Background: an optimization exercise with open tools, aiming at small area, a short achievable clock period and few clock cycles per item. Do not read the settings as production practice. Where RTL was checked, it was by simulation tests only, not by an equivalence proof against the original. Only the layout flow was run in run 3; the RTL was not checked for function there. No activity file was given, so power comes from the tool's default toggle rates.

===== design.v =====
package exec_pkg;
    localparam int DATA_WIDTH = 64;
    localparam int ADDR_WIDTH = 64;
    localparam int REG_ADDR_W = 5;
    typedef enum logic [3:0] {
        ALU_ADD  = 4'b0000,
        ALU_SUB  = 4'b0001,
        ALU_SLL  = 4'b0010,
        ALU_SLT  = 4'b0011,
        ALU_SLTU = 4'b0100,
        ALU_XOR  = 4'b0101,
        ALU_SRL  = 4'b0110,
        ALU_SRA  = 4'b0111,
        ALU_OR   = 4'b1000,
        ALU_AND  = 4'b1001
    } alu_op_e;
    typedef enum logic [2:0] {
        BR_EQ  = 3'd0,
        BR_NE  = 3'd1,
        BR_LT  = 3'd4,
        BR_GE  = 3'd5,
        BR_LTU = 3'd6,
        BR_GEU = 3'd7
    } branch_cond_e;
    typedef struct packed {
        logic [ADDR_WIDTH-1:0] pc;
        logic [DATA_WIDTH-1:0] rs1_data;
        logic [DATA_WIDTH-1:0] rs2_data;
        logic [DATA_WIDTH-1:0] imm_ext;
        logic [REG_ADDR_W-1:0] rd_addr;
        alu_op_e               alu_op;
        branch_cond_e          func3;
        logic                  alu_src;
        logic                  branch;
        logic                  jump;
        logic                  pc_target_src;
        logic                  reg_we;
        logic                  mem_we;
    } uop_t;
    typedef struct packed {
        logic [DATA_WIDTH-1:0] alu_result;
        logic [DATA_WIDTH-1:0] write_data;
        logic [ADDR_WIDTH-1:0] pc_plus4;
        logic [ADDR_WIDTH-1:0] pc_target;
        logic [REG_ADDR_W-1:0] rd_addr;
        logic                  pc_src;
        logic                  reg_we;
        logic                  mem_we;
    } exec_result_t;
    localparam int RES_W = 2*DATA_WIDTH + 2*ADDR_WIDTH + REG_ADDR_W + 3;
endpackage
module alu (
    input  logic [3:0]                       i_alu_op,
    input  logic [exec_pkg::DATA_WIDTH-1:0]  i_src_1,
    input  logic [exec_pkg::DATA_WIDTH-1:0]  i_src_2,
    output logic [exec_pkg::DATA_WIDTH-1:0]  o_alu_result,
    output logic                             o_lt_flag,
    output logic                             o_ltu_flag
);
    localparam int DW      = exec_pkg::DATA_WIDTH;
    localparam int SHAMT_W = $clog2(DW);
    logic [SHAMT_W-1:0] s_shamt;
    logic [DW-1:0]      s_addsub;
    logic               s_sub;
    logic               s_sll;
    logic               s_fill;
    logic [DW-1:0]      s_sh_in;
    logic [DW-1:0]      s_sh_out;
    logic [DW-1:0]      s_sh_res;
    assign s_shamt = i_src_2[SHAMT_W-1:0];
    assign s_sub   = (i_alu_op == exec_pkg::ALU_SUB);
    assign s_addsub = s_sub ? (i_src_1 - i_src_2) : (i_src_1 + i_src_2);
    assign o_ltu_flag = i_src_1 < i_src_2;
    assign o_lt_flag  = o_ltu_flag ^ i_src_1[DW-1] ^ i_src_2[DW-1];
    assign s_sll  = (i_alu_op == exec_pkg::ALU_SLL);
    assign s_fill = (i_alu_op == exec_pkg::ALU_SRA) & i_src_1[DW-1];
    always_comb begin
        for (int i = 0; i < DW; i++) begin
            s_sh_in[i] = s_sll ? i_src_1[DW-1-i] : i_src_1[i];
        end
    end
    assign s_sh_out = DW'($signed({s_fill, s_sh_in}) >>> s_shamt);
    always_comb begin
        for (int i = 0; i < DW; i++) begin
            s_sh_res[i] = s_sll ? s_sh_out[DW-1-i] : s_sh_out[i];
        end
    end
    always_comb begin
        case (i_alu_op)
            exec_pkg::ALU_ADD,
            exec_pkg::ALU_SUB:  o_alu_result = s_addsub;
            exec_pkg::ALU_SLL,
            exec_pkg::ALU_SRL,
            exec_pkg::ALU_SRA:  o_alu_result = s_sh_res;
            exec_pkg::ALU_SLT:  o_alu_result = {{(DW-1){1'b0}}, o_lt_flag};
            exec_pkg::ALU_SLTU: o_alu_result = {{(DW-1){1'b0}}, o_ltu_flag};
            exec_pkg::ALU_XOR:  o_alu_result = i_src_1 ^ i_src_2;
            exec_pkg::ALU_OR:   o_alu_result = i_src_1 | i_src_2;
            exec_pkg::ALU_AND:  o_alu_result = i_src_1 & i_src_2;
            default:            o_alu_result = '0;
        endcase
    end
endmodule
module exec_cluster (
    input  logic        i_clk,
    input  logic        i_rst,
    input  logic        i_uop_valid,
    input  logic [63:0] i_pc,
    input  logic [63:0] i_rs1_data,
    input  logic [63:0] i_rs2_data,
    input  logic [63:0] i_imm_ext,
    input  logic [4:0]  i_rd_addr,
    input  logic [3:0]  i_alu_op,
    input  logic [2:0]  i_func3,
    input  logic        i_alu_src,
    input  logic        i_branch,
    input  logic        i_jump,
    input  logic        i_pc_target_src,
    input  logic        i_reg_we,
    input  logic        i_mem_we,
    output logic        o_uop_ready,
    output logic        o_res_valid,
    output logic [63:0] o_alu_result,
    output logic [63:0] o_write_data,
    output logic [63:0] o_pc_plus4,
    output logic [63:0] o_pc_target,
    output logic [4:0]  o_rd_addr,
    output logic        o_pc_src,
    output logic        o_reg_we,
    output logic        o_mem_we,
    input  logic        i_res_ready
);
    logic [63:0] s_src_b;
    logic [63:0] s_alu_result;
    logic        s_lt;
    logic        s_ltu;
    logic        s_cmp_cond;
    logic        s_load;
    logic        r_valid;
    logic [63:0] r_alu_result;
    logic [63:0] r_write_data;
    logic [63:0] r_pc_plus4;
    logic [63:0] r_pc_target;
    logic [4:0]  r_rd_addr;
    logic        r_reg_we;
    logic        r_mem_we;
    logic        r_pc_src_cmp;
    logic        r_br_eq;
    logic        r_br_ne;
    assign s_src_b = i_alu_src ? i_imm_ext : i_rs2_data;
    alu alu_i (
        .i_alu_op     (i_alu_op),
        .i_src_1      (i_rs1_data),
        .i_src_2      (s_src_b),
        .o_alu_result (s_alu_result),
        .o_lt_flag    (s_lt),
        .o_ltu_flag   (s_ltu)
    );
    always_comb begin
        case (i_func3)
            exec_pkg::BR_LT:  s_cmp_cond = s_lt;
            exec_pkg::BR_GE:  s_cmp_cond = ~s_lt;
            exec_pkg::BR_LTU: s_cmp_cond = s_ltu;
            exec_pkg::BR_GEU: s_cmp_cond = ~s_ltu;
            default:          s_cmp_cond = 1'b0;
        endcase
    end
    assign o_uop_ready = ~r_valid | i_res_ready;
    assign s_load      = o_uop_ready;
    always_ff @(posedge i_clk) begin
        if (i_rst) begin
            r_valid <= 1'b0;
        end else if (s_load) begin
            r_valid <= i_uop_valid;
        end
    end
    always_ff @(posedge i_clk) begin
        if (s_load) begin
            r_alu_result <= s_alu_result;
            r_write_data <= i_rs2_data;
            r_pc_plus4   <= i_pc + 64'd4;
            r_pc_target  <= i_pc_target_src ? {s_alu_result[63:1], 1'b0}
                                            : i_pc + i_imm_ext;
            r_rd_addr    <= i_rd_addr;
            r_reg_we     <= i_reg_we;
            r_mem_we     <= i_mem_we;
            r_pc_src_cmp <= i_jump | (i_branch & s_cmp_cond);
            r_br_eq      <= i_branch & (i_func3 == exec_pkg::BR_EQ);
            r_br_ne      <= i_branch & (i_func3 == exec_pkg::BR_NE);
        end
    end
    logic s_zero;
    assign s_zero = (r_alu_result == 64'd0);
    assign o_res_valid  = r_valid;
    assign o_alu_result = r_alu_result;
    assign o_write_data = r_write_data;
    assign o_pc_plus4   = r_pc_plus4;
    assign o_pc_target  = r_pc_target;
    assign o_rd_addr    = r_rd_addr;
    assign o_reg_we     = r_reg_we;
    assign o_mem_we     = r_mem_we;
    assign o_pc_src     = r_pc_src_cmp | (r_br_eq & s_zero) | (r_br_ne & ~s_zero);
endmodule

===== run.sh =====
#!/bin/bash
# synth_recipe.tcl (not shown) runs the flow's synth.tcl, then flattens the netlist and writes it again
# the make line also repeats each setting of config.mk as NAME=value (left out here)
make -C /OpenROAD-flow-scripts/flow DESIGN_CONFIG=/design/flow/config.mk WORK_HOME=/design/flow/orfs CLKGATE_MAP_FILE= SYNTH_SCRIPT=/design/flow/synth_recipe.tcl finish

===== config.mk =====
export PLATFORM = sky130hd
export DESIGN_NAME = exec_cluster
export DESIGN_NICKNAME = exec_cluster
export VERILOG_FILES = /design/flow/design.v
export SDC_FILE = /design/flow/constraint.sdc
export NUM_CORES = 4
export LEC_CHECK = 0
export CAP_MARGIN = 20
export CORE_MARGIN = 2
export CORE_UTILIZATION = 40
export SETUP_SLACK_MARGIN = 0.4
export SLEW_MARGIN = 20

===== constraint.sdc =====
create_clock -name core_clock -period 7.0 [get_ports {i_clk}]
set_input_delay 1.4000 -clock core_clock [delete_from_list [all_inputs] [get_ports {i_clk}]]
set_output_delay 1.4000 -clock core_clock [all_outputs]
set_load 0.01 [all_outputs]

==> results of run 1 <==
==> how the worst min path moves through the flow <==
| stage | startpoint | end | slack (ps) | depth (start not counted) |
|---|---|---|---|---|
| 2_1_floorplan | i_rst | r_valid | 1470 | 1 |
| 5_1_grt | r_valid | r_pc_target[49] | 870 | 1 |
| 3_5_place_dp | r_valid | r_pc_target[49] | 810 | 1 |
| 4_1_cts | r_valid | r_pc_target[49] | 820 | 1 |
| 6_report | r_valid | r_pc_target[49] | 820 | 1 |
| 3_3_place_gp | r_valid | r_pc_target[49] | 790 | 1 |
==> worst max-delay path: cells and delay by family <==
kind	cells	cell delay, ps
adders and majority gates	1	320
muxes	2	880
buffers and inverters	3	830
AOI/OAI and AO/OA	7	2450
and+or+nand+nor	2	630
xor gates and xnor gates	1	170
==> cells in the mapped netlist, types with 14 or more instances <==
| master | number |
|---|---|
| buf_1 | 18 |
| o221ai_1 | 32 |
| o22ai_1 | 30 |
| nor2_1 | 262 |
| nor2b_1 | 32 |
| a31oi_1 | 37 |
| or3_1 | 22 |
| a21boi_0 | 18 |
| inv_1 | 209 |
| nor3_1 | 65 |
| ha_1 | 287 |
| and2_1 | 23 |
| a221oi_1 | 49 |
| nand3_1 | 80 |
| nand2b_1 | 44 |
| xnor2_1 | 116 |
| a221o_1 | 15 |
| o31ai_1 | 33 |
| edfxtp_1 | 266 |
| clkbuf_1 | 163 |
| o21bai_1 | 48 |
| and3_1 | 24 |
| nand2_1 | 259 |
| a211oi_1 | 43 |
| a21oi_1 | 324 |
| nand4_1 | 67 |
| o21a_1 | 15 |
| o21ai_0 | 222 |
| a22oi_1 | 38 |
| nor4_1 | 46 |
| mux2_2 | 46 |
| a211o_1 | 14 |
| mux2i_1 | 196 |
| mux4_2 | 57 |
| a21o_1 | 72 |
| o211ai_1 | 43 |
| xor2_1 | 50 |
==> metrics by stage <==
stage	setup slack, ps	power [mW]	setup TNS, ps
3_5_place_dp	-57.3	5.61	-57.3
3_3_place_gp	-45.1	5.63	-45.1
6_report	553	7.55	0
2_1_floorplan	809	3.86	0
5_1_grt	463	7.78	0
4_1_cts	527	7.44	0
==> cell families after synthesis <==
group                    count (synthesis)
AO/OA/AOI/OAI                         1123
flip-flops                             267
buffers and inverters                  416
adder cells (fa/ha/maj)                290
multiplexers                           305
AND/OR/NAND/NOR                        970
XOR/XNOR                               166
==> state kept, by name (all words and copies together) (netlist names) <==
signal / cells
r_alu_result: 64
r_pc_plus4: 64
r_pc_target: 64
r_write_data: 64
r_rd_addr: 5
r_br_eq: 1
r_br_ne: 1
r_mem_we: 1
r_pc_src_cmp: 1
r_reg_we: 1
r_valid: 1
==> cell type report <==
cell class	count	share of cell area
antenna	6	0.000383
sequential	267	0.204
clock buffer	37	0.0220
inverter	217	0.0209
timing repair buffer	744	0.177
multi-input combinational	2854	0.537
tap	978	0.0312
clock inverter	23	0.00676
==> metal layers <==
layer | GRT usage | wire, um | vias to the layer above
met1 | 0.567 | 69900 | 16600
met2 | 0.637 | 73300 | 2397
li1 | - | - | 14500
met4 | 0.231 | 11400 | 10
met5 | 0 | 69 | -
met3 | 0.115 | 20500 | 453
==> power groups by stage <==
stage                     clock network [mW]  registers, mW  logic [mW]
after floorplan                            0           2.20        1.66
after global placement                     0           2.14        3.49
after detailed placement                   0           2.15        3.46
after CTS                               1.85           2.11        3.48
after global routing                    1.91           2.13        3.74
final                                   1.83           2.12        3.61
==> cells in the final DEF, fill, tap and decap left out, types with 57 or more instances in the layout <==
cell type / instances
nand4_1: 67
edfxtp_1: 266
buf_4: 200
mux4_2: 57
ha_1: 286
nor2_1: 261
clkdlybuf4s50_1: 540
inv_1: 209
nor3_1: 63
a21oi_1: 324
xnor2_1: 116
o21ai_0: 221
a21o_1: 72
nand2_1: 259
mux2i_1: 189
nand3_1: 80
==> what timing repair did <==
item,in CTS,in global routing
endpoints found under the hold margin,0,0
gates resized for setup,0,3
setup endpoints to repair,0,4
==> metrics.md, run 1 <==
| Metric | Value |
|---|---|
| Number of nets with antenna violations after detailed routing | `0` |
| Unrepaired setup endpoints after global routing | `no` |
| Gate power share | `0.478` |
| Port Buffers | `543` |
| Type of element launching the critical path | `input pin` |
| Startpoint of the worst setup timing path | `i_alu_src` |
| Main combinational cell family by area after synthesis | `compound AO/OA/AOI/OAI gates` |
| Proportion of register bits with asynchronous set or reset after synthesis | `0` |
| Most Frequent Cell on Critical Path | `buf_4` |
| Pin count of the biggest net entering global routing | `77` |
| Multi-input logic area | `21100 um^2` |
| Xor-xnor portion of the synthesized cell area | `0.0475` |
| Portion of the post-synthesis area used by sequential elements | `0.262` |
| Net count of the finished layout | `4686` |
| Share of total power consumed by net switching | `0.410` |
| Number of max-cap violations | `0` |
| Inst Count DP | `5060` |
| Type of destination of the critical path | `register` |
| Worst path arrival time | `6760 ps` |
| RePlAce Congestion | `1.07` |
| Worst hold-check path type | `register to register` |
| Maximum clock path buffer count | `3` |
| Final Hold Violating Endpoints | `0` |
| Destination of the worst register-to-register timing path | `r_alu_result[17]` |
| Max-slew violation total from the final report | `0` |
| Actual slew at the worst max-slew pin | `1220 ps` |
| Sequential cell area | `8010 um^2` |
| Area growth syn-to-layout | `28.2%` |
| Num CTS Buffers | `34` |
| Worst setup skew after layout | `44.9 ps` |
| Kind of critical path | `input pin to register` |
| Slew Limit Headroom | `0.179` |
| Number of detailed-route iterations in the first pass | `6` |
| Clock Tree Root | `clkbuf_16` |
| Post-Synth Simple-Gate Area | `0.153` |
| Capture point of the critical path | `r_pc_target[59]` |
| Post-layout instance count excluding filler cells | `5126` |
| Instance count of the mapped netlist | `3537` |
| Reg2reg path depth | `3` |
| Clock latency on the worst-skew pair | `560 ps` |
| Worst hold-check slack | `821 ps` |
| Final routed wirelength across all metal layers | `175000 um` |
| Share of the core filled with cells in the final layout | `0.517` |
| Max frequency | `155 MHz` |
| Portion of total power attributed to the clock network | `0.242` |
| Clock input transition at the sequential cells of the worst setup and hold paths | `60 ps` |
| Number of enable flip-flop cells after synthesis | `266` |
| Endpoint required time on the critical path | `7310 ps` |
| Shortest clock period the worst path allows after layout | `6450 ps` |
| Post-synthesis sequential element count | `267` |
| Proportion of synthesized area in mux cells | `0.128` |
| Number of antenna violations at the first check in global routing | `13` |
| Hold buffer count at CTS | `0` |
| Unique cell type count in the Yosys netlist | `87` |
| Result of the run | `finished clean` |
| Number of setup buffers added after CTS | `0` |
| Number of global-route vias before repair | `31400` |
| Total global-route track usage | `0.429` |
| Share of post-route cells with drive strength above 1 | `0.100` |
| First DRT Iteration DRCs | `5011` |
| Setup-violating endpoint count in the final report | `0` |
| Clock H-tree levels | `2` |
| Final routed DRC violation total | `0` |
| Adder and majority cell fraction of the synthesized area | `0.119` |
| Areal power density over the cells | `193 nW/um^2` |
| Number of vias in the routed layout | `33900` |
| Worst path cell trace | `buf_4 -> buf_4 -> mux2i_1 -> ha_1 -> nor2b_1 -> a2111oi_0 -> a211oi_1 -> nor3_1 -> o21ai_0 -> buf_4 -> a21oi_1 -> o21ai_0 -> a22o_1 -> xnor2_1 -> o221ai_1 -> mux2_2` |
| Total of warnings raised by yosys | `2` |
| Worst R2R Start | `r_valid` |
| Power spent charging and discharging nets | `3.09 mW` |
| Aggregate global routing overflow | `0` |
| Die outline width | `281 um` |
| Area fraction in compound gates after synthesis | `0.238` |
| Ranking of synthesized cells by area | `edfxtp_1 26%, ha_1 12%, mux2i_1 6.4%` |
| Initial standard-cell utilization of the core | `0.404` |
| TritonCTS clock tree | `built` |
| Vertical die dimension | `281 um` |
| Synthesized net count | `4105` |
| Clock sinks | `267` |
| Maximum vdd drop | `0.128 mV` |
| Maximum cell stage delay along the critical path | `650 ps` |
| Post-DR wirelength/cell | `34.2 um` |
| Cell leakage power | `16.1 nW` |
| Share of total power in sequential cells | `0.280` |
| Fraction of post-synthesis cell area in the top cell type by area | `0.261` |
| Worst R2R Setup Slack | `4280 ps` |
| Number of rows in the core area | `101` |
| Slowest cell on crit path | `a2111oi_0` |
| Per-cell via count in the routed design | `6.62` |
| Core Box Area | `75800 um^2` |
| Internal cell power | `4.46 mW` |
| Netlist area before placement | `30600 um^2` |
| Top-Level Pins | `544` |
| Maximum fanout encountered on the critical timing path | `16` |
| Die area | `78700 um^2` |
| Filler cell count | `7326` |
| Placed cell areas | `38100 um^2` |
| Dominant synthesized flop cell | `edfxtp_1` |
| Largest area contributor in the synthesized netlist | `edfxtp_1` |
| Non-Filler Cell Area, Final | `39200 um^2` |
| Portion of the clock cycle consumed by the worst path in the final layout | `0.921` |
| Wire length of the first global-routing pass | `241000 um` |
| Detailed Place HPWL | `145000 um` |
| Mapped Avg Cell Area | `8.65 um^2` |
Testbench counts, summed over its fixed seeds: cycles 13,767, items 12,000.
==> inputs of run 2 (changes only) <==
--- a/design.v
+++ b/design.v
@@ -141,5 +141,6 @@
     logic [63:0] r_write_data;
     logic [63:0] r_pc_plus4;
-    logic [63:0] r_pc_target;
+    logic [63:0] r_pc_imm;
+    logic        r_tgt_alu;
     logic [4:0]  r_rd_addr;
     logic        r_reg_we;
@@ -180,6 +181,6 @@
             r_write_data <= i_rs2_data;
             r_pc_plus4   <= i_pc + 64'd4;
-            r_pc_target  <= i_pc_target_src ? {s_alu_result[63:1], 1'b0}
-                                            : i_pc + i_imm_ext;
+            r_pc_imm     <= i_pc + i_imm_ext;
+            r_tgt_alu    <= i_pc_target_src;
             r_rd_addr    <= i_rd_addr;
             r_reg_we     <= i_reg_we;
@@ -196,5 +197,5 @@
     assign o_write_data = r_write_data;
     assign o_pc_plus4   = r_pc_plus4;
-    assign o_pc_target  = r_pc_target;
+    assign o_pc_target  = r_tgt_alu ? {r_alu_result[63:1], 1'b0} : r_pc_imm;
     assign o_rd_addr    = r_rd_addr;
     assign o_reg_we     = r_reg_we;
--- a/config.mk
+++ b/config.mk
@@ -9,4 +9,4 @@
 export CORE_MARGIN = 2
 export CORE_UTILIZATION = 40
-export SETUP_SLACK_MARGIN = 0.4
+export SETUP_SLACK_MARGIN = 3.0
 export SLEW_MARGIN = 20
==> run 2 against run 1 <==
Still clean. Sequential power is 4% higher. Worst hold slack better by 100 ps. Register-to-register slack better by 710 ps. Core utilization is 9.6 points higher. Sequential share of layout area is 3.1 points lower. Count of clock-buffer cells in the layout is 2 higher. Setup slack better by 1800 ps. Cell count is 3.8% higher. Design area is 18% higher. Critical path depth is 1 lower. Maximum frequency is 38% higher.
==> metrics.md, run 2 <==
| Metric | Value |
|---|---|
| Endpoint required time on the critical path | `7320 ps` |
| Number of global-route vias before repair | `32000` |
| Share of the core filled with cells in the final layout | `0.613` |
| Setup-violating endpoint count in the final report | `0` |
| TritonCTS clock tree | `built` |
| Netlist area before placement | `30500 um^2` |
| Dominant synthesized flop cell | `edfxtp_1` |
| Critical hold path startpoint | `r_valid` |
| Final routed wirelength across all metal layers | `176000 um` |
| Total of warnings raised by yosys | `2` |
| RePlAce Congestion | `1.08` |
| Number of antenna violations at the first check in global routing | `15` |
| Shortest clock period the worst path allows after layout | `4660 ps` |
| Most common cell after layout, fill and taps aside | `clkdlybuf4s50_1` |
| Max frequency | `215 MHz` |
| Type of element launching the critical path | `input pin` |
| Share of post-route cells with drive strength above 1 | `0.292` |
| Result of the run | `finished clean` |
| Startpoint of the worst setup timing path | `i_rs2_data[27]` |
| Number of detailed-route iterations in the first pass | `7` |
| Max-slew violation total from the final report | `0` |
| Most frequent cell after synthesis | `nand2_1` |
| Worst hold-check path type | `register to register` |
| Worst hold-check slack | `925 ps` |
| Synthesized net count | `4070` |
| Wire length of the first global-routing pass | `239000 um` |
| Placed cell areas | `37500 um^2` |
| Final routed DRC violation total | `0` |
| Unrepaired setup endpoints after global routing | `yes` |
| Clock latency on the worst-skew pair | `560 ps` |
| Pin count of the biggest net entering global routing | `155` |
| Leading cell types in the layout, fill and taps excluded | `400 x clkdlybuf4s50_1, 316 x buf_4, 267 x nand2_1, 267 x edfxtp_1, 254 x nor2_1` |
| Type of destination of the critical path | `register` |
| Num CTS Buffers | `34` |
| Maximum cell stage delay along the critical path | `550 ps` |
| Clock Tree Root | `clkbuf_16` |
| Maximum clock path buffer count | `3` |
| Slowest cell on crit path | `clkdlybuf4s50_1` |
| Commonest cells post-synth | `286 x nand2_1, 283 x a21oi_1, 280 x nor2_1` |
| Portion of the post-synthesis area used by sequential elements | `0.263` |
| Top-Level Pins | `544` |
| Post-DR wirelength/cell | `33.0 um` |
| Actual slew at the worst max-slew pin | `1200 ps` |
| Clock H-tree levels | `2` |
| Number of max-cap violations | `0` |
| Slew Limit Headroom | `0.197` |
| Ranking of synthesized cells by area | `edfxtp_1 26%, ha_1 11%, mux2i_1 6.4%` |
| Initial standard-cell utilization of the core | `0.403` |
| Number of rows in the core area | `101` |
| Non-Filler Cell Area, Final | `46400 um^2` |
| Number of enable flip-flop cells after synthesis | `267` |
| Die area | `78500 um^2` |
| Per-cell via count in the routed design | `6.62` |
| Maximum fanout encountered on the critical timing path | `3` |
| Worst path arrival time | `4980 ps` |
| Core Box Area | `75700 um^2` |
| Worst setup skew after layout | `43.3 ps` |
| Maximum vdd drop | `0.135 mV` |
| Detailed Place HPWL | `133000 um` |
| Cell leakage power | `18.1 nW` |
| Hold buffer count at CTS | `0` |
| Clock input transition at the sequential cells of the worst setup and hold paths | `60 ps` |
| Proportion of register bits with asynchronous set or reset after synthesis | `0` |
| Worst R2R Start | `r_valid` |
| Mapped Avg Cell Area | `8.65 um^2` |
| Number of vias in the routed layout | `35200` |
| Unique cell type count in the Yosys netlist | `90` |
| Vertical die dimension | `280 um` |
| Portion of the clock cycle consumed by the worst path in the final layout | `0.666` |
| Die outline width | `280 um` |
| Fraction of post-synthesis cell area in the top cell type by area | `0.263` |
| Net count of the finished layout | `4848` |
| Worst R2R Setup Slack | `4990 ps` |
| Final Hold Violating Endpoints | `0` |
| Kind of critical path | `input pin to register` |
| Port Buffers | `543` |
| First DRT Iteration DRCs | `4729` |
| Instance count of the mapped netlist | `3526` |
| Worst path cell trace | `clkdlybuf4s50_1 -> mux2i_4 -> inv_1 -> ha_1 -> a21oi_2 -> o21ai_2 -> a311oi_2 -> o211ai_1 -> a311oi_2 -> buf_4 -> o211ai_1 -> o31a_1 -> o41ai_2 -> a2111oi_1 -> a311o_1` |
| Areal power density over the cells | `181 nW/um^2` |
| Clock sinks | `268` |
| Number of nets with antenna violations after detailed routing | `0` |
| Aggregate global routing overflow | `0` |
| Total global-route track usage | `0.422` |
| Area growth syn-to-layout | `52.1%` |
| Fin Setup TNS | `0 ps` |
| Post-synthesis sequential element count | `268` |
| Largest area contributor in the synthesized netlist | `edfxtp_1` |
[run 2: cell types whose count changed after synthesis, moves of 18 or more]
cell and change:
a21oi_1 -41, mux2_2 +25, ha_1 -24, nand2b_1 -21, inv_1 +18, nor2_1 +18
nand2_1 +27, a22oi_1 -25
[run 2: kinds of logic (layout without fill, tap and decap cells)]
| kind of cell | Yosys count | count (layout) | synth area share |
|---|---|---|---|
| AOI/OAI and AO/OA | 1085 | 1085 | 0.237 |
| xor gates and xnor gates | 171 | 171 | 0.0491 |
| adders and majority gates | 266 | 266 | 0.110 |
| buffers and inverters | 448 | 1247 | 0.0576 |
| DFF | 268 | 268 | 0.263 |
| muxes | 329 | 329 | 0.136 |
| other | 0 | 14 | 0 |
| and+or+nand+nor | 959 | 962 | 0.147 |
[run 2: final timing paths]
kind                                          to  cells after the start
worst max-delay path            r_alu_result[63]                     15
worst min-delay path              r_pc_plus4[30]                      1
worst max register to register     r_pc_plus4[3]                      3
worst min register to register    r_pc_plus4[30]                      1
[run 2: where the power goes]
| group | internal (mW) | total [mW] | switching (mW) |
|---|---|---|---|
| clock | 0.986 | 1.75 | 0.768 |
| sequential | 2.02 | 2.20 | 0.184 |
| combinational | 1.94 | 4.47 | 2.53 |
[run 2: final cells by class]
class	count	area [um^2]
fillers	6581	29300
multi-input cells	2813	25700
repair buffers	952	9420
flip-flops and latches	268	8040
well taps	978	1220
inverters	235	915
clock buffers	39	880
clock inverters	21	189
diodes	14	35.0
[run 2: worst max-delay path, delay by kind of cell]
family,cells,cell delay (ps)
buffers and inverters,3,800
adders and majority gates,1,220
AOI/OAI and AO/OA,10,2310
muxes,1,230
[run 2: layer usage]
| layer | vias up | share of wire | track usage |
|---|---|---|---|
| li1 | 14900 | - | - |
| met4 | 8 | 0.075 | 0.254 |
| met2 | 2525 | 0.42 | 0.620 |
| met3 | 584 | 0.13 | 0.130 |
| met5 | - | 0.00030 | 0 |
| met1 | 17200 | 0.37 | 0.543 |
[run 2: repair_timing]
| item | in CTS | in global routing |
|---|---|---|
| pin swaps | 135 | 153 |
| buffers inserted | 142 | 139 |
| hold endpoints to repair | 0 | 0 |
| cloned | 16 | 4 |
| resized for setup | 834 | 397 |
| endpoints found under the setup margin | 170 | 91 |
[run 2: metrics by stage]
step / total power [mW] / instances / setup WS [ps]
2_1_floorplan: 3.97 / 3526 / 1990
3_3_place_gp: 5.55 / 4945 / 637
3_5_place_dp: 5.54 / 4945 / 615
4_1_cts: 7.90 / 5163 / 2450
5_1_grt: 8.64 / 5315 / 2260
6_report: 8.42 / 5320 / 2340
Testbench counts of run 2, summed over its fixed seeds: cycles 13,767, items 12,000.
==> inputs of run 3 (changes only) <==
--- a/design.v
+++ b/design.v
@@ -70,5 +70,10 @@
     assign s_shamt = i_src_2[SHAMT_W-1:0];
     assign s_sub   = (i_alu_op == exec_pkg::ALU_SUB);
-    assign s_addsub = s_sub ? (i_src_1 - i_src_2) : (i_src_1 + i_src_2);
+    prefix_add #(.W(DW), .KIND(0)) add_i (
+        .i_a   (i_src_1),
+        .i_b   (i_src_2 ^ {DW{s_sub}}),
+        .i_cin (s_sub),
+        .o_sum (s_addsub)
+    );
     assign o_ltu_flag = i_src_1 < i_src_2;
     assign o_lt_flag  = o_ltu_flag ^ i_src_1[DW-1] ^ i_src_2[DW-1];
@@ -100,4 +105,48 @@
             default:            o_alu_result = '0;
         endcase
+    end
+endmodule
+module prefix_add #(
+    parameter int W    = 64,
+    parameter int KIND = 0
+) (
+    input  logic [W-1:0] i_a,
+    input  logic [W-1:0] i_b,
+    input  logic         i_cin,
+    output logic [W-1:0] o_sum
+);
+    localparam int LV = $clog2(W);
+    logic [W-1:0] s_g;
+    logic [W-1:0] s_p;
+    logic [W-1:0] s_p0;
+    always_comb begin
+        s_p0 = i_a ^ i_b;
+        s_p  = s_p0;
+        s_g  = i_a & i_b;
+        s_g[0] = s_g[0] | (s_p[0] & i_cin);
+        if (KIND == 0) begin
+            for (int l = 0; l < LV; l++) begin
+                for (int i = 0; i < W; i++) begin
+                    if ((i >> l) & 1) begin
+                        s_g[i] = s_g[i] | (s_p[i] & s_g[((i >> l) << l) - 1]);
+                        s_p[i] = s_p[i] & s_p[((i >> l) << l) - 1];
+                    end
+                end
+            end
+        end else begin
+            for (int l = 0; l < LV; l++) begin
+                for (int i = (2 << l) - 1; i < W; i += (2 << l)) begin
+                    s_g[i] = s_g[i] | (s_p[i] & s_g[i - (1 << l)]);
+                    s_p[i] = s_p[i] & s_p[i - (1 << l)];
+                end
+            end
+            for (int l = LV - 2; l >= 0; l--) begin
+                for (int i = 3 * (1 << l) - 1; i < W; i += (2 << l)) begin
+                    s_g[i] = s_g[i] | (s_p[i] & s_g[i - (1 << l)]);
+                    s_p[i] = s_p[i] & s_p[i - (1 << l)];
+                end
+            end
+        end
+        o_sum = s_p0 ^ {s_g[W-2:0], i_cin};
     end
 endmodule
@@ -137,4 +186,11 @@
     logic        s_cmp_cond;
     logic        s_load;
+    logic [63:0] s_pc_imm;
+    prefix_add #(.W(64), .KIND(1)) pc_imm_i (
+        .i_a   (i_pc),
+        .i_b   (i_imm_ext),
+        .i_cin (1'b0),
+        .o_sum (s_pc_imm)
+    );
     logic        r_valid;
     logic [63:0] r_alu_result;
@@ -181,5 +237,5 @@
             r_write_data <= i_rs2_data;
             r_pc_plus4   <= i_pc + 64'd4;
-            r_pc_imm     <= i_pc + i_imm_ext;
+            r_pc_imm     <= s_pc_imm;
             r_tgt_alu    <= i_pc_target_src;
             r_rd_addr    <= i_rd_addr;
==> flow/run.sh (new file) <==
#!/bin/bash
# standard layout, with the port buffers made from the smallest buffer cell.
cp standard.sh standard_sh_copy.txt
cp config.mk config_mk_copy.txt
export BUFFER_PORTS_ARGS="-buffer_cell sky130_fd_sc_hd__buf_1"
bash standard.sh > standard.log 2>&1
==> standard.sh (new file) <==
#!/bin/bash
# synth_recipe.tcl (not shown) runs the flow's synth.tcl, then flattens the netlist and writes it again
# the make line also repeats each setting of config.mk as NAME=value (left out here)
make -C /OpenROAD-flow-scripts/flow DESIGN_CONFIG=/design/flow/config.mk WORK_HOME=/design/flow/orfs CLKGATE_MAP_FILE= SYNTH_SCRIPT=/design/flow/synth_recipe.tcl "${@:-finish}"
removed: run.sh
==> run 3 against run 2 <==
Design area shrank 20%. First-iteration DRC count shrank 37%. Combinational power shrank 34%. Global-route usage shrank 10 points. Sequential power shrank 2%. Register-to-register slack lost 720 ps. Flip-flop and latch count is the same. Sequential share of layout area grew 4.5 points. Synthesized area shrank 8.6%. Count of clock-buffer cells in the layout grew 1. Largest cell class unchanged.
==> metrics.md, run 3 <==
| Metric | Value |
|---|---|
| Die outline width | `268 um` |
| Mapped Avg Cell Area | `10.1 um^2` |
| Initial standard-cell utilization of the core | `0.405` |
| Non-Filler Cell Area, Final | `36900 um^2` |
| Core Box Area | `68800 um^2` |
| Shortest clock period the worst path allows after layout | `4740 ps` |
| Number of max-cap violations | `0` |
| Total of warnings raised by yosys | `4` |
| Per-cell via count in the routed design | `5.96` |
| Commonest cells post-synth | `376 x ha_1, 267 x edfxtp_1, 213 x inv_1` |
| Share of post-route cells with drive strength above 1 | `0.225` |
| Clock latency on the worst-skew pair | `580 ps` |
| Die area | `71900 um^2` |
| Unrepaired setup endpoints after global routing | `yes` |
| Leading cell types in the layout, fill and taps excluded | `517 x buf_1, 360 x ha_1, 267 x edfxtp_1, 210 x inv_1, 174 x nand2_1` |
| Synthesized net count | `3466` |
| Port Buffers | `543` |
| Netlist area before placement | `27900 um^2` |
| Instance count of the mapped netlist | `2774` |
| Worst path cell trace | `buf_6 -> nor3_4 -> and2_4 -> buf_12 -> buf_12 -> buf_4 -> xnor2_1 -> ha_1 -> nand2_2 -> nor2_4 -> a221o_1 -> a221o_1 -> buf_4 -> buf_6 -> nand2_4 -> a21o_4 -> buf_4 -> buf_6 -> o21ba_4 -> mux2i_1 -> a221o_1` |
| Final Hold Violating Endpoints | `0` |
| Post-layout instance count excluding filler cells | `4438` |
| Proportion of register bits with asynchronous set or reset after synthesis | `0` |
| Clock sinks | `268` |
| Max frequency | `211 MHz` |
| Peak-usage layer in the global routing report | `met2` |
| Number of antenna violations at the first check in global routing | `10` |
| Post-DR wirelength/cell | `27.1 um` |
| Clock Tree Root | `clkbuf_16` |
| Worst setup skew after layout | `22.8 ps` |
| Slowest cell on crit path | `ha_1` |
| Wire length of the first global-routing pass | `169000 um` |
| Pin count of the biggest net entering global routing | `57` |
| Total global-route track usage | `0.321` |
| Type of destination of the critical path | `register` |
| Worst path arrival time | `5070 ps` |
| Dominant synthesized flop cell | `edfxtp_1` |
| Ranking of synthesized cells by area | `edfxtp_1 29%, ha_1 17%, mux2i_1 7.4%` |
| Actual slew at the worst max-slew pin | `1080 ps` |
| Hold buffer count at CTS | `0` |
| Result of the run | `finished clean` |
| Post-synthesis sequential element count | `268` |
| Number of vias in the routed layout | `26400` |
| Met3 GRT Util | `0.0688` |
| Type of element launching the critical path | `input pin` |
| Slew Limit Headroom | `0.278` |
| Maximum cell stage delay along the critical path | `390 ps` |
| Vertical die dimension | `268 um` |
| Maximum clock path buffer count | `3` |
| Fin Setup TNS | `0 ps` |
| Worst hold-check slack | `969 ps` |
| Cell leakage power | `14.9 nW` |
| Top-Level Pins | `544` |
| Detailed Place HPWL | `89000 um` |
| Aggregate global routing overflow | `0` |
| Unique cell type count in the Yosys netlist | `83` |
| Setup-violating endpoint count in the final report | `0` |
| Inst Count DP | `4189` |
| Worst hold-check path type | `register to register` |
| Number of nets with antenna violations after detailed routing | `0` |
| Met1 GRT Util | `0.411` |
| TritonCTS clock tree | `built` |
| Areal power density over the cells | `190 nW/um^2` |
| Number of global-route vias before repair | `25200` |
| Filler cell count | `6273` |
| Fraction of post-synthesis cell area in the top cell type by area | `0.287` |
| Portion of the post-synthesis area used by sequential elements | `0.288` |
| Multi-input logic area | `21000 um^2` |
| Final routed DRC violation total | `0` |
| Area growth syn-to-layout | `32.3%` |
| Clock H-tree levels | `2` |
| Most frequent cell after synthesis | `ha_1` |
| Placed cell areas | `31500 um^2` |
| Num CTS Buffers | `36` |
| Number of enable flip-flop cells after synthesis | `267` |
| Max-slew violation total from the final report | `0` |
| Net count of the finished layout | `4166` |
| DP Worst Slack | `737 ps` |
| Setup WS post-layout | `2260 ps` |
| First DRT Iteration DRCs | `3000` |
| Sequential cell area | `8040 um^2` |
| Maximum fanout encountered on the critical timing path | `13` |
| Portion of the clock cycle consumed by the worst path in the final layout | `0.677` |
| Clock input transition at the sequential cells of the worst setup and hold paths | `60 ps` |
| Kind of critical path | `input pin to register` |
| Maximum vdd drop | `0.183 mV` |
| Largest area contributor in the synthesized netlist | `edfxtp_1` |
| Most common cell after layout, fill and taps aside | `buf_1` |
| Number of rows in the core area | `96` |
| Endpoint required time on the critical path | `7330 ps` |
| RePlAce Congestion | `1.02` |
| Global routing usage on met2 | `0.514` |
| Number of detailed-route iterations in the first pass | `7` |
| Final routed wirelength across all metal layers | `120000 um` |
==> run 3: cells by family (layout without fill, tap and decap cells) <==
| family | after synthesis | after routing | synth area share |
|---|---|---|---|
| flops | 268 | 268 | 0.288 |
| compound gates | 628 | 628 | 0.151 |
| mux | 339 | 339 | 0.152 |
| buf+inv | 339 | 1062 | 0.0495 |
| simple gates | 583 | 587 | 0.0998 |
| xor+xnor | 203 | 203 | 0.0637 |
| fa+ha+maj | 414 | 414 | 0.196 |
| other cells | 0 | 6 | 0 |
==> run 3: layout make-up <==
cell class	count	area share
Antenna cell	6	0.000407
Clock buffer	40	0.0248
Clock inverter	25	0.00678
Inverter	216	0.0230
Multi-Input combinational cell	2171	0.569
Sequential cell	268	0.218
Tap cell	931	0.0316
Timing Repair Buffer	781	0.126
==> run 3: through the flow <==
step / util / total power [mW]
after floorplan: - / 3.62
after global placement: 0.457 / 4.54
after detailed placement: 0.457 / 4.54
after CTS: 0.515 / 6.77
after global routing: 0.536 / 7.26
final: 0.536 / 7.00
==> run 3: worst max-delay path: cells and delay by family <==
family	cells	cell delay, ps
XOR/XNOR	1	70
AND/OR/NAND/NOR	5	830
AO/OA/AOI/OAI	5	1230
buffers and inverters	8	1020
adder cells (fa/ha/maj)	1	390
multiplexers	1	120
==> run 3: repair_timing <==
| action | 4_1_cts | 5_1_grt |
|---|---|---|
| pin swaps | 117 | 112 |
| gates cloned | 13 | 1 |
| gates resized for setup | 337 | 228 |
| endpoints found under the setup margin | 112 | 94 |
| setup buffers | 111 | 53 |
==> run 3: final timing paths <==
check	start	end	slack [ps]	cells after the start
min reg2reg	r_valid	r_valid	970	2
max	i_alu_op[2]	r_alu_result[59]	2260	21
max reg2reg	r_valid	r_pc_imm[60]	4270	3
min	r_valid	r_valid	970	2
==> run 3: metal layers <==
| metal | wire length [um] | part of all wire |
|---|---|---|
| met1 | 47200 | 0.39 |
| met3 | 11100 | 0.093 |
| met5 | 34 | 0.00028 |
| met4 | 6580 | 0.055 |
| met2 | 55300 | 0.46 |
==> run 3: power breakdown <==
part | internal, mW | switching, mW | total (mW)
logic | 1.20 | 1.75 | 2.95
clock network | 1.07 | 0.819 | 1.89
registers | 2.01 | 0.140 | 2.15
total | 4.29 | 2.71 | 7.00
==> inputs of run 4 (changes only) <==
--- a/design.v
+++ b/design.v
@@ -69,5 +69,5 @@
     logic [DW-1:0]      s_sh_res;
     assign s_shamt = i_src_2[SHAMT_W-1:0];
-    assign s_sub   = (i_alu_op == exec_pkg::ALU_SUB);
+    assign s_sub   = i_alu_op[0];
     prefix_add #(.W(DW), .KIND(0)) add_i (
         .i_a   (i_src_1),
@@ -78,6 +78,6 @@
     assign o_ltu_flag = i_src_1 < i_src_2;
     assign o_lt_flag  = o_ltu_flag ^ i_src_1[DW-1] ^ i_src_2[DW-1];
-    assign s_sll  = (i_alu_op == exec_pkg::ALU_SLL);
-    assign s_fill = (i_alu_op == exec_pkg::ALU_SRA) & i_src_1[DW-1];
+    assign s_sll  = ~i_alu_op[2];
+    assign s_fill = i_alu_op[0] & i_src_1[DW-1];
     always_comb begin
         for (int i = 0; i < DW; i++) begin
==> flow/run.sh (replaced) <==
#!/bin/bash
# The standard layout (standard.sh), with two changes to how it is made:
# the port buffers use the smallest buffer cell, and timing repair may
# resize a cell to one of another footprint. Make's full output goes to
# standard.log here; ORFS keeps each step's log under orfs/logs/.
set -euo pipefail
export BUFFER_PORTS_ARGS="-buffer_cell sky130_fd_sc_hd__buf_1"
bash standard.sh MATCH_CELL_FOOTPRINT=0 finish > standard.log 2>&1
==> run 4 against run 3 <==
Clock power is essentially flat. Global-route usage is 1.9 points lower. Wire length is 2.1% lower. Combinational power is 8.8% higher. Via count is 1.3% higher. Synthesized cell count increased by 5.7%. Synthesized area up 1.6%. Die area rose by 1.5%. Setup slack improved by 220 ps. Cell count rose by 3.8%. Worst hold slack got worse by 2.7 ps. Highest routed layer unchanged.
==> metrics.md, run 4 <==
| Metric | Value |
|---|---|
| Largest area contributor in the synthesized netlist | `edfxtp_1` |
| Clock input transition at the sequential cells of the worst setup and hold paths | `60 ps` |
| Number of max-cap violations | `0` |
| Detailed Place HPWL | `87400 um` |
| Portion of the post-synthesis area used by sequential elements | `0.284` |
| Fin Setup TNS | `0 ps` |
| Pin count of the biggest net entering global routing | `115` |
| Aggregate global routing overflow | `0` |
| Total global-route track usage | `0.302` |
| Clock H-tree levels | `2` |
| Number of nets with antenna violations after detailed routing | `0` |
| Instance count of the mapped netlist | `2931` |
| Clock sinks | `268` |
| DP Worst Slack | `984 ps` |
| Maximum vdd drop | `0.166 mV` |
| Cell leakage power | `15.5 nW` |
| RePlAce Congestion | `1.05` |
| Kind of critical path | `input pin to register` |
| Maximum fanout encountered on the critical timing path | `3` |
| Final routed wirelength across all metal layers | `118000 um` |
| TritonCTS clock tree | `built` |
| Slew Limit Headroom | `0.465` |
| Max-slew violation total from the final report | `0` |
| Vertical die dimension | `270 um` |
| Final routed DRC violation total | `0` |
| Proportion of register bits with asynchronous set or reset after synthesis | `0` |
| Endpoint required time on the critical path | `7320 ps` |
| Worst setup skew after layout | `24.7 ps` |
| Die area | `73000 um^2` |
| Unrepaired setup endpoints after global routing | `yes` |
| First DRT Iteration DRCs | `2684` |
| Actual slew at the worst max-slew pin | `802 ps` |
| Mapped Avg Cell Area | `9.67 um^2` |
| Setup-violating endpoint count in the final report | `0` |
| Maximum clock path buffer count | `3` |
| Result of the run | `finished clean` |
| Clock Tree Root | `clkbuf_16` |
| Number of enable flip-flop cells after synthesis | `267` |
| Most frequent cell after synthesis | `ha_1` |
| Netlist area before placement | `28300 um^2` |
| Die outline width | `270 um` |
| Fraction of post-synthesis cell area in the top cell type by area | `0.283` |
| Per-cell via count in the routed design | `5.81` |
| Worst hold-check path type | `input pin to register` |
| Type of destination of the critical path | `register` |
| Final Hold Violating Endpoints | `0` |
| Clock latency on the worst-skew pair | `580 ps` |
| Unique cell type count in the Yosys netlist | `72` |
| Initial standard-cell utilization of the core | `0.405` |
| Number of detailed-route iterations in the first pass | `5` |
| Number of global-route vias before repair | `25500` |
| Worst path arrival time | `4840 ps` |
| Commonest cells post-synth | `376 x ha_1, 267 x edfxtp_1, 231 x mux2i_1` |
| Ranking of synthesized cells by area | `edfxtp_1 28%, ha_1 17%, mux2i_1 8.2%` |
| Setup WS post-layout | `2480 ps` |
| Post-synthesis sequential element count | `268` |
| Max frequency | `221 MHz` |
| Areal power density over the cells | `194 nW/um^2` |
| Leading cell types in the layout, fill and taps excluded | `528 x buf_1, 362 x ha_1, 267 x edfxtp_1, 217 x inv_1, 213 x nand2_1` |
| Number of rows in the core area | `97` |
| Shortest clock period the worst path allows after layout | `4520 ps` |
| Number of antenna violations at the first check in global routing | `6` |
| Number of vias in the routed layout | `26800` |
| Dominant synthesized flop cell | `edfxtp_1` |
| Net count of the finished layout | `4325` |
| Share of post-route cells with drive strength above 1 | `0.233` |
| Area growth syn-to-layout | `32.8%` |
| Total of warnings raised by yosys | `4` |
| Portion of the clock cycle consumed by the worst path in the final layout | `0.646` |
| Num CTS Buffers | `37` |
| Post-DR wirelength/cell | `25.6 um` |
| Synthesized net count | `3623` |
| Most common cell after layout, fill and taps aside | `buf_1` |
| Top-Level Pins | `544` |
| Core Box Area | `70000 um^2` |
| Port Buffers | `543` |
| Type of element launching the critical path | `input pin` |
| Wire length of the first global-routing pass | `167000 um` |
## run 4: cell count changes after synthesis, moves of 11 or more
cell,previous run,this run
nand2_1,184,218
a22oi_1,44,3
nor2_1,150,179
o211ai_1,29,43
mux4_2,43,22
mux2_2,73,134
a221oi_1,28,40
o22ai_1,26,10
a21oi_1,151,188
a211oi_1,20,31
inv_1,213,224
mux2i_1,206,231
clkbuf_1,69,83
o21bai_1,6,20
## run 4: per-layer routing
metal  vias to the layer above  global-route usage  routed length (um)
met5                         -                   0                  44
met4                         6               0.138                6450
met3                       289              0.0485                9180
met2                      1247               0.505               55800
met1                     13000               0.382               46200
li1                      12200                   -                   -
## run 4: cells by family (layout without fill, tap and decap cells)
group                    after synthesis  count (layout)  share of synthesized area
flip-flops                           268             268                      0.284
AO/OA/AOI/OAI                        666             666                      0.155
multiplexers                         390             390                      0.154
buffers and inverters                364            1093                     0.0501
XOR/XNOR                             199             199                     0.0615
other                                  0               5                          0
adder cells (fa/ha/maj)              414             414                      0.193
AND/OR/NAND/NOR                      630             630                      0.102
## run 4: where the power goes
group	switching (mW)	leakage [nW]	internal [mW]	total, mW
sequential	0.150	2.83	2.02	2.17
combinational	1.87	12.1	1.34	3.21
clock	0.816	0.556	1.09	1.90
## run 4: final timing paths
path         startpoint                to  slack, ps  cells after the start
max             i_pc[0]      r_pc_imm[63]       2480                     16
min               i_rst           r_valid        970                      2
max reg2reg     r_valid  r_write_data[10]       4150                      3
min reg2reg     r_valid           r_valid       1090                      2
## run 4: per-stage QoR
step                instances  utilization  area (um^2)  hold WS [ps]  total power [mW]
detailed placement       4345        0.456        31900          1120              4.72
floorplan                2931            -        28800          1470              3.78
global placement         4345        0.456        31900          1100              4.71
finish                   4605        0.537        37600           966              7.29
CTS                      4503        0.504        35300           945              6.89
global route             4601        0.537        37600           963              7.58
## run 4: worst max-delay path, cell delays in order
cell	delay [ps]
buf_8	100
ha_4	150
fa_2	390
a211oi_4	320
o21ai_4	120
a211oi_4	270
buf_6	160
nor4_4	50
o211ai_1	430
a21oi_4	190
a31o_4	280
a21o_1	200
a21boi_2	210
o21ai_2	80
fa_2	330
xnor2_1	130
## run 4: timing repair
action / in CTS / in global routing
pin swaps: 76 / 118
buffers inserted: 88 / 87
endpoints found under the setup margin: 121 / 99
gates resized for setup: 305 / 304
cloned: 4 / 10
hold buffers: 0 / 0
## run 4: area by class of cell
class / instances / area, um^2
Antenna cell: 5 / 12.5
Clock buffer: 42 / 945
Clock inverter: 24 / 228
Fill cell: 6371 / 32400
Inverter: 226 / 897
Multi-Input combinational cell: 2299 / 21500
Sequential cell: 268 / 8040
Tap cell: 940 / 1180
Timing Repair Buffer: 801 / 4880
Testbench counts of run 4, summed over its fixed seeds: cycles 13,767, items 12,000.
==> inputs of run 5 (changes only) <==
--- a/design.v
+++ b/design.v
@@ -54,4 +54,5 @@
     input  logic [exec_pkg::DATA_WIDTH-1:0]  i_src_1,
     input  logic [exec_pkg::DATA_WIDTH-1:0]  i_src_2,
+    input  logic [exec_pkg::DATA_WIDTH-1:0]  i_src_2_inv,
     output logic [exec_pkg::DATA_WIDTH-1:0]  o_alu_result,
     output logic                             o_lt_flag,
@@ -72,5 +73,5 @@
     prefix_add #(.W(DW), .KIND(0)) add_i (
         .i_a   (i_src_1),
-        .i_b   (i_src_2 ^ {DW{s_sub}}),
+        .i_b   (i_src_2_inv),
         .i_cin (s_sub),
         .o_sum (s_addsub)
@@ -206,8 +207,12 @@
     logic        r_br_ne;
     assign s_src_b = i_alu_src ? i_imm_ext : i_rs2_data;
+    logic [63:0] s_src_b_inv;
+    assign s_src_b_inv = i_alu_src ? (i_imm_ext ^ {64{i_alu_op[0]}})
+                                   : (i_rs2_data ^ {64{i_alu_op[0]}});
     alu alu_i (
         .i_alu_op     (i_alu_op),
         .i_src_1      (i_rs1_data),
         .i_src_2      (s_src_b),
+        .i_src_2_inv  (s_src_b_inv),
         .o_alu_result (s_alu_result),
         .o_lt_flag    (s_lt),
--- a/config.mk
+++ b/config.mk
@@ -6,4 +6,5 @@
 export NUM_CORES = 4
 export LEC_CHECK = 0
+export ABC_AREA = 1
 export CAP_MARGIN = 20
 export CORE_MARGIN = 2
==> run 5 against run 4 <==
Cell count grew 20%. Clock skew shrank 6.5 ps. Count of clock-buffer cells in the layout grew 1. Register-to-register slack lost 140 ps. Critical path depth shrank 9. Wire length grew 11%. Largest cell class unchanged. Flip-flop and latch count is the same. Maximum frequency grew 16%.
==> metrics.md, run 5 <==
| Metric | Value |
|---|---|
| Result of the run | `finished clean` |
| Aggregate global routing overflow | `0` |
| Reg2reg path depth | `3` |
| Adder and majority cell fraction of the synthesized area | `0.183` |
| Total of warnings raised by yosys | `4` |
| Most frequent cell after synthesis | `nand3_1` |
| Maximum clock path buffer count | `3` |
| Portion of total power attributed to the clock network | `0.280` |
| First DRT Iteration DRCs | `3600` |
| Clock latency on the worst-skew pair | `570 ps` |
| Number of global-route vias before repair | `28400` |
| Core Box Area | `74100 um^2` |
| Number of nets with antenna violations after detailed routing | `0` |
| Setup WS post-layout | `3090 ps` |
| Max-slew violation total from the final report | `0` |
| Internal cell power | `3.90 mW` |
| Main combinational cell family by area after synthesis | `simple AND/OR/NAND/NOR gates` |
| Top-Level Pins | `544` |
| Final routed wirelength across all metal layers | `131000 um` |
| Mapped Avg Cell Area | `7.36 um^2` |
| Worst path arrival time | `2510 ps` |
| Die area | `76700 um^2` |
| Dominant synthesized flop cell | `edfxtp_1` |
| Fin Setup TNS | `0 ps` |
| Detailed Place HPWL | `102000 um` |
| Type of destination of the critical path | `primary output` |
| Worst setup skew after layout | `18.2 ps` |
| Netlist area before placement | `29800 um^2` |
| Pin count of the biggest net entering global routing | `91` |
| Area fraction in compound gates after synthesis | `0.0933` |
| Gate power share | `0.395` |
| Maximum fanout encountered on the critical timing path | `3` |
| Unrepaired setup endpoints after global routing | `yes` |
| Number of antenna violations at the first check in global routing | `26` |
| Setup-violating endpoint count in the final report | `0` |
| Slew Limit Headroom | `0.221` |
| Wire length of the first global-routing pass | `186000 um` |
| Unique cell type count in the Yosys netlist | `54` |
| Number of vias in the routed layout | `31400` |
| Synthesized net count | `4740` |
| Portion of the clock cycle consumed by the worst path in the final layout | `0.558` |
| Die outline width | `277 um` |
| Final routed DRC violation total | `0` |
| Ranking of synthesized cells by area | `edfxtp_1 27%, ha_1 16%, nand3_1 14%` |
| Initial standard-cell utilization of the core | `0.402` |
| Leading cell types in the layout, fill and taps excluded | `855 x nand3_1, 796 x nand2_1, 534 x buf_1, 448 x inv_1, 374 x ha_1` |
| Actual slew at the worst max-slew pin | `1160 ps` |
| TritonCTS clock tree | `built` |
| Largest area contributor in the synthesized netlist | `edfxtp_1` |
| Number of cells on the worst hold path | `2` |
| Post-DR wirelength/cell | `23.7 um` |
| Maximum cell stage delay along the critical path | `500 ps` |
| Post-synthesis sequential element count | `268` |
| Placed cell areas | `32800 um^2` |
| Final Hold Violating Endpoints | `0` |
| Per-cell via count in the routed design | `5.67` |
| Number of rows in the core area | `100` |
| Portion of the post-synthesis area used by sequential elements | `0.270` |
| Areal power density over the cells | `188 nW/um^2` |
| Kind of critical path | `register to primary output` |
| Share of the core filled with cells in the final layout | `0.472` |
| Commonest cells post-synth | `860 x nand3_1, 821 x nand2_1, 455 x inv_1` |
| Cell leakage power | `16.1 nW` |
| Fraction of post-synthesis cell area in the top cell type by area | `0.269` |
| Max frequency | `256 MHz` |
| Net count of the finished layout | `5213` |
| Number of detailed-route iterations in the first pass | `6` |
| Num CTS Buffers | `35` |
| Slowest cell on crit path | `edfxtp_1` |
| Power spent charging and discharging nets | `2.67 mW` |
| Clock H-tree levels | `2` |
| Share of total power in sequential cells | `0.325` |
| Vertical die dimension | `277 um` |
| Xor-xnor portion of the synthesized cell area | `0.0464` |
| Number of max-cap violations | `0` |
| Total global-route track usage | `0.324` |
| Worst path cell trace | `nor4_4 -> nand4_1 -> nor2_4 -> nand3_2 -> a21oi_1 -> o21ai_0 -> buf_2` |
| Port Buffers | `543` |
| Clock Tree Root | `clkbuf_16` |
| Most common cell after layout, fill and taps aside | `nand3_1` |
| RePlAce Congestion | `1.02` |
| Share of post-route cells with drive strength above 1 | `0.0743` |
| DP Worst Slack | `1450 ps` |
| Maximum vdd drop | `0.149 mV` |
| Number of enable flip-flop cells after synthesis | `267` |
| Clock sinks | `268` |
| Area growth syn-to-layout | `17.5%` |
| Post-Synth Simple-Gate Area | `0.310` |
| Non-Filler Cell Area, Final | `35000 um^2` |
| Type of element launching the critical path | `register` |
| Worst hold-check path type | `input pin to register` |
| Endpoint required time on the critical path | `5600 ps` |
| Shortest clock period the worst path allows after layout | `3910 ps` |
| Instance count of the mapped netlist | `4048` |
| Proportion of register bits with asynchronous set or reset after synthesis | `0` |
| Proportion of synthesized area in mux cells | `0.0117` |
| Share of total power consumed by net switching | `0.406` |
| Clock input transition at the sequential cells of the worst setup and hold paths | `60 ps` |
[run 5: power groups by stage]
stage / clock network, mW / logic (mW) / registers (mW)
detailed placement: 0 / 2.40 / 2.16
floorplan: 0 / 1.56 / 2.17
global route: 1.91 / 2.85 / 2.15
finish: 1.84 / 2.60 / 2.14
global placement: 0 / 2.39 / 2.17
CTS: 1.87 / 2.47 / 2.13
[run 5: repair_timing]
action / in CTS / in global routing
setup buffers: 8 / 11
pin swaps: 7 / 19
hold buffers: 0 / 0
endpoints found under the setup margin: 87 / 77
gates cloned: 5 / 5
gates resized for setup: 72 / 116
[run 5: per-stage QoR]
stage / instances / power (mW) / hold slack [ps]
floorplan: 4048 / 3.72 / 1470
global placement: 5424 / 4.56 / 1120
detailed placement: 5424 / 4.57 / 1130
CTS: 5500 / 6.46 / 973
global route: 5522 / 6.91 / 983
finish: 5528 / 6.57 / 983
[run 5: final cells by class]
cell class,instances,area (um^2)
clock inverters,20,219
flip-flops and latches,268,8040
repair buffers,613,2860
diodes,12,30.0
well taps,969,1210
multi-input cells,3141,20000
clock buffers,43,906
fillers,7643,39100
inverters,461,1750
repair inverters,1,8.76
[run 5: cells by family (layout without fill, tap and decap cells)]
group	Yosys count	after routing
DFF	268	268
buffers and inverters	641	1138
AOI/OAI and AO/OA	487	488
adders and majority gates	414	414
other	0	12
and+or+nand+nor	2049	2050
xor gates and xnor gates	158	158
muxes	31	31
[run 5: final timing paths]
check	from	endpoint	slack, ps
setup / recovery	r_alu_result[31]	o_pc_src	3090
hold reg to reg	r_valid	r_valid	1060
setup reg to reg	r_valid	r_write_data[0]	4010
hold / removal	i_rst	r_valid	980
[run 5: layer usage]
metal,share of wire,up-vias,GRT usage
li1,-,14800,-
met1,0.41,14800,0.427
met4,0.049,34,0.144
met3,0.099,276,0.0782
met2,0.44,1517,0.504
met5,0.0017,-,0
[run 5: critical path, delay by kind of cell, from the launching register on]
kind            cells  cell delay [ps]
simple gates        4             1070
buf+inv             1              150
compound gates      2              220
flops               1              500
Testbench counts of run 5, summed over its fixed seeds: cycles 13,767, items 12,000.
==> inputs of run 6 (changes only) <==
==> flow/run.sh (replaced) <==
#!/bin/bash
# The standard layout (standard.sh), with three changes to how it is made:
# the port buffers use the smallest buffer cell, timing repair may resize a
# cell to one of another footprint, and synthesis leaves adders to ABC
# instead of mapping them to half/full-adder cells first (no ADDER_MAP_FILE).
# Make's full output goes to standard.log here; ORFS keeps each step's log
# under orfs/logs/.
set -euo pipefail
export BUFFER_PORTS_ARGS="-buffer_cell sky130_fd_sc_hd__buf_1"
bash standard.sh MATCH_CELL_FOOTPRINT=0 ADDER_MAP_FILE= finish > standard.log 2>&1
==> run 6 against run 5 <==
Global-route usage rose by 2.1 points. Critical endpoint unchanged. Largest cell class unchanged. Register-to-register slack improved by 720 ps. Still clean. Clock power rose by 8%. First-iteration DRC count rose by 6.3%. Critical path type unchanged. Design area fell by 7.2%. Sequential share of layout area rose by 1.8 points. Synthesized area fell by 7.3%.
==> metrics.md, run 6 <==
| Metric | Value |
|---|---|
| Detailed Place HPWL | `102000 um` |
| Port Buffers | `543` |
| Initial standard-cell utilization of the core | `0.403` |
| Die area | `71100 um^2` |
| Num CTS Buffers | `36` |
| Dominant synthesized flop cell | `edfxtp_1` |
| Most frequent cell after synthesis | `nand2_1` |
| Cell leakage power | `14.6 nW` |
| Area growth syn-to-layout | `17.6%` |
| Net count of the finished layout | `5063` |
| Max frequency | `244 MHz` |
| Worst path cell trace | `nor4_4 -> nand4_1 -> or4_4 -> a21oi_2 -> o21ai_1 -> clkbuf_2` |
| Clock sinks | `268` |
| Kind of critical path | `register to primary output` |
| Type of destination of the critical path | `primary output` |
| Aggregate global routing overflow | `0` |
| Number of max-cap violations | `0` |
| Clock Tree Root | `clkbuf_16` |
| Worst R2R Setup Slack | `4730 ps` |
| Vertical die dimension | `267 um` |
| Unrepaired setup endpoints after global routing | `yes` |
| Slew Limit Headroom | `0.351` |
| Worst R2R Start | `r_valid` |
| Proportion of register bits with asynchronous set or reset after synthesis | `0` |
| Leading cell types in the layout, fill and taps excluded | `1397 x nand2_1, 533 x buf_1, 503 x nand3_1, 373 x inv_1, 320 x o21ai_0` |
| Maximum vdd drop | `0.172 mV` |
| Total global-route track usage | `0.345` |
| RePlAce Congestion | `1.04` |
| Fraction of post-synthesis cell area in the top cell type by area | `0.290` |
| Portion of the clock cycle consumed by the worst path in the final layout | `0.584` |
| Post-synthesis sequential element count | `268` |
| Wire length of the first global-routing pass | `182000 um` |
| Max-slew violation total from the final report | `0` |
| Maximum fanout encountered on the critical timing path | `2` |
| Clock latency on the worst-skew pair | `570 ps` |
| TritonCTS clock tree | `built` |
| Mapped Avg Cell Area | `6.44 um^2` |
| Netlist area before placement | `27600 um^2` |
| Die outline width | `267 um` |
| Commonest cells post-synth | `1408 x nand2_1, 506 x nand3_1, 378 x inv_1` |
| Number of detailed-route iterations in the first pass | `6` |
| Share of the core filled with cells in the final layout | `0.474` |
| Number of rows in the core area | `96` |
| Placed cell areas | `30300 um^2` |
| Setup-violating endpoint count in the final report | `0` |
| Number of cells on the worst hold path | `2` |
| Core Box Area | `68500 um^2` |
| Top-Level Pins | `544` |
| Endpoint required time on the critical path | `5600 ps` |
| Final routed DRC violation total | `0` |
| Shortest clock period the worst path allows after layout | `4090 ps` |
| Total of warnings raised by yosys | `4` |
| Worst setup skew after layout | `22.2 ps` |
| Filler cell count | `7327` |
| Ranking of synthesized cells by area | `edfxtp_1 29%, nand2_1 19%, nand3_1 9.2%` |
| Portion of the post-synthesis area used by sequential elements | `0.291` |
| Actual slew at the worst max-slew pin | `973 ps` |
| Fin Setup TNS | `0 ps` |
| Non-Filler Cell Area, Final | `32500 um^2` |
| Areal power density over the cells | `204 nW/um^2` |
| Per-cell via count in the routed design | `5.59` |
| Worst hold-check slack | `993 ps` |
| Post-layout instance count excluding filler cells | `5699` |
| Slowest cell on crit path | `or4_4` |
| First DRT Iteration DRCs | `3825` |
| Maximum clock path buffer count | `3` |
| Number of antenna violations at the first check in global routing | `12` |
| Instance count of the mapped netlist | `4286` |
| Largest area contributor in the synthesized netlist | `edfxtp_1` |
| DP Worst Slack | `1480 ps` |
| Share of post-route cells with drive strength above 1 | `0.0998` |
| Result of the run | `finished clean` |
| Number of global-route vias before repair | `28400` |
| Number of vias in the routed layout | `31900` |
| Worst hold-check path type | `input pin to register` |
| Worst hold endpoint | `r_valid` |
| Post-DR wirelength/cell | `22.7 um` |
| Final Hold Violating Endpoints | `0` |
| Clock input transition at the sequential cells of the worst setup and hold paths | `60 ps` |
| Number of nets with antenna violations after detailed routing | `0` |
| Most common cell after layout, fill and taps aside | `nand2_1` |
| Reg2reg path depth | `2` |
| Final total power | `6.62 mW` |
| Destination of the worst register-to-register timing path | `r_write_data[3]` |
| Critical hold path startpoint | `i_rst` |
| Final routed wirelength across all metal layers | `129000 um` |
| Maximum cell stage delay along the critical path | `640 ps` |
| Pin count of the biggest net entering global routing | `90` |
| Unique cell type count in the Yosys netlist | `64` |
| Synthesized net count | `4564` |
| Type of element launching the critical path | `register` |
| Worst path arrival time | `2690 ps` |
| Number of enable flip-flop cells after synthesis | `267` |
| Inst Count DP | `5584` |
| Clock H-tree levels | `2` |
| Setup WS post-layout | `2910 ps` |
[run 6: cell types whose count changed after synthesis, moves of 77 or more]
cell     previous run  this run
nand2_1           821      1408
ha_1              376         0
nand3_1           860       506
o21ai_0           178       336
nor2_1            201       322
nand2_2             5        88
inv_1             455       378
[run 6: area by class of cell]
cell class / count / area (um^2) / area share
clock inverter: 24 / 302 / 0.00929
multi-input combinational: 3443 / 17400 / 0.537
clock buffer: 41 / 920 / 0.0283
timing repair buffer: 633 / 3070 / 0.0946
inverter: 398 / 1540 / 0.0475
sequential: 268 / 8040 / 0.248
tap: 882 / 1100 / 0.0340
antenna: 5 / 12.5 / 0.000385
timing repair inverter: 5 / 45.0 / 0.00139
[run 6: worst max-delay path by stage]
stage	start	endpoint	slack, ps	depth (start not counted)
2_1_floorplan	i_res_ready	o_uop_ready	3070	2
5_1_grt	r_alu_result[63]	o_pc_src	2850	6
4_1_cts	r_alu_result[0]	o_pc_src	2880	7
3_5_place_dp	i_alu_src	r_alu_result[35]	1480	23
3_3_place_gp	i_alu_src	r_alu_result[35]	1540	19
6_report	r_alu_result[63]	o_pc_src	2910	6
[run 6: report_power, final]
part | internal, mW | switching, mW | leakage, nW | total (mW)
combinational | 0.780 | 1.74 | 11.2 | 2.52
clock | 1.18 | 0.803 | 0.595 | 1.98
sequential | 2.00 | 0.121 | 2.83 | 2.12
total | 3.96 | 2.66 | 14.6 | 6.62
[run 6: timing repair]
action | CTS | global route
buffers inserted | 16 | 16
setup endpoints to repair | 94 | 87
resized for setup | 72 | 68
hold buffers | 0 | 0
cloned | 6 | 7
pin swaps | 10 | 6
[run 6: metal layers]
layer	vias up	part of all wire	track usage
li1	15300	-	-
met1	14800	0.42	0.469
met2	1555	0.44	0.530
met3	241	0.099	0.0680
met4	14	0.046	0.151
met5	-	0.00070	0
[run 6: critical path, delay by kind of cell, from the launching register on]
family / cells / cell delay, ps
and+or+nand+nor: 3 / 1320
DFF: 1 / 460
AOI/OAI and AO/OA: 2 / 210
buffers and inverters: 1 / 140
[run 6: cells by family (layout without fill, tap and decap cells)]
logic type / after synthesis / after routing / share of synthesized area
AO/OA/AOI/OAI: 641 / 642 / 0.132
XOR/XNOR: 194 / 194 / 0.0636
adder cells (fa/ha/maj): 1 / 1 / 0.000363
buffers and inverters: 576 / 1101 / 0.0894
flip-flops: 268 / 268 / 0.291
multiplexers: 66 / 66 / 0.0267
other: 0 / 5 / 0
AND/OR/NAND/NOR: 2540 / 2540 / 0.397

[separate check: timing with driven ports]
The results above use ideal ports. As a check the final layouts listed here were re-extracted and re-timed, cells and wires unchanged.
Step 1: set_driving_cell puts a clkbuf_16 on i_clk and a buf_2 on each other input, an assumption about the parent block.
Step 2 also shifts input and output timing later by t, the mid clock arrival at the registers, as if the neighbouring blocks saw the same clock.
a / b / c = ideal ports / drivers / drivers and shift; a / b = the first two.
| run | shift t [ns] | slack for setup (ns) | latest minus earliest clock arrival (ns) |
|---|---|---|---|
| run 1 | 0.615 | 0.553 / 0.595 / -0.020 | 0.047 / 0.047 |
| run 2 | 0.611 | 2.338 / 2.197 / 1.585 | 0.052 / 0.053 |
| run 3 | 0.635 | 2.262 / 2.274 / 1.639 | 0.030 / 0.030 |
| run 4 | 0.637 | 2.480 / 2.226 / 1.589 | 0.029 / 0.029 |
| run 5 | 0.636 | 3.091 / 2.858 / 2.222 | 0.030 / 0.030 |
| run 6 | 0.617 | 2.910 / 2.846 / 2.339 | 0.041 / 0.042 |
Met with ideal ports but missed after step 2: setup timing in run 1. For run 4, which loses most, drivers alone change the setup slack by -0.254 ns; drivers and shift together by -0.891 ns.
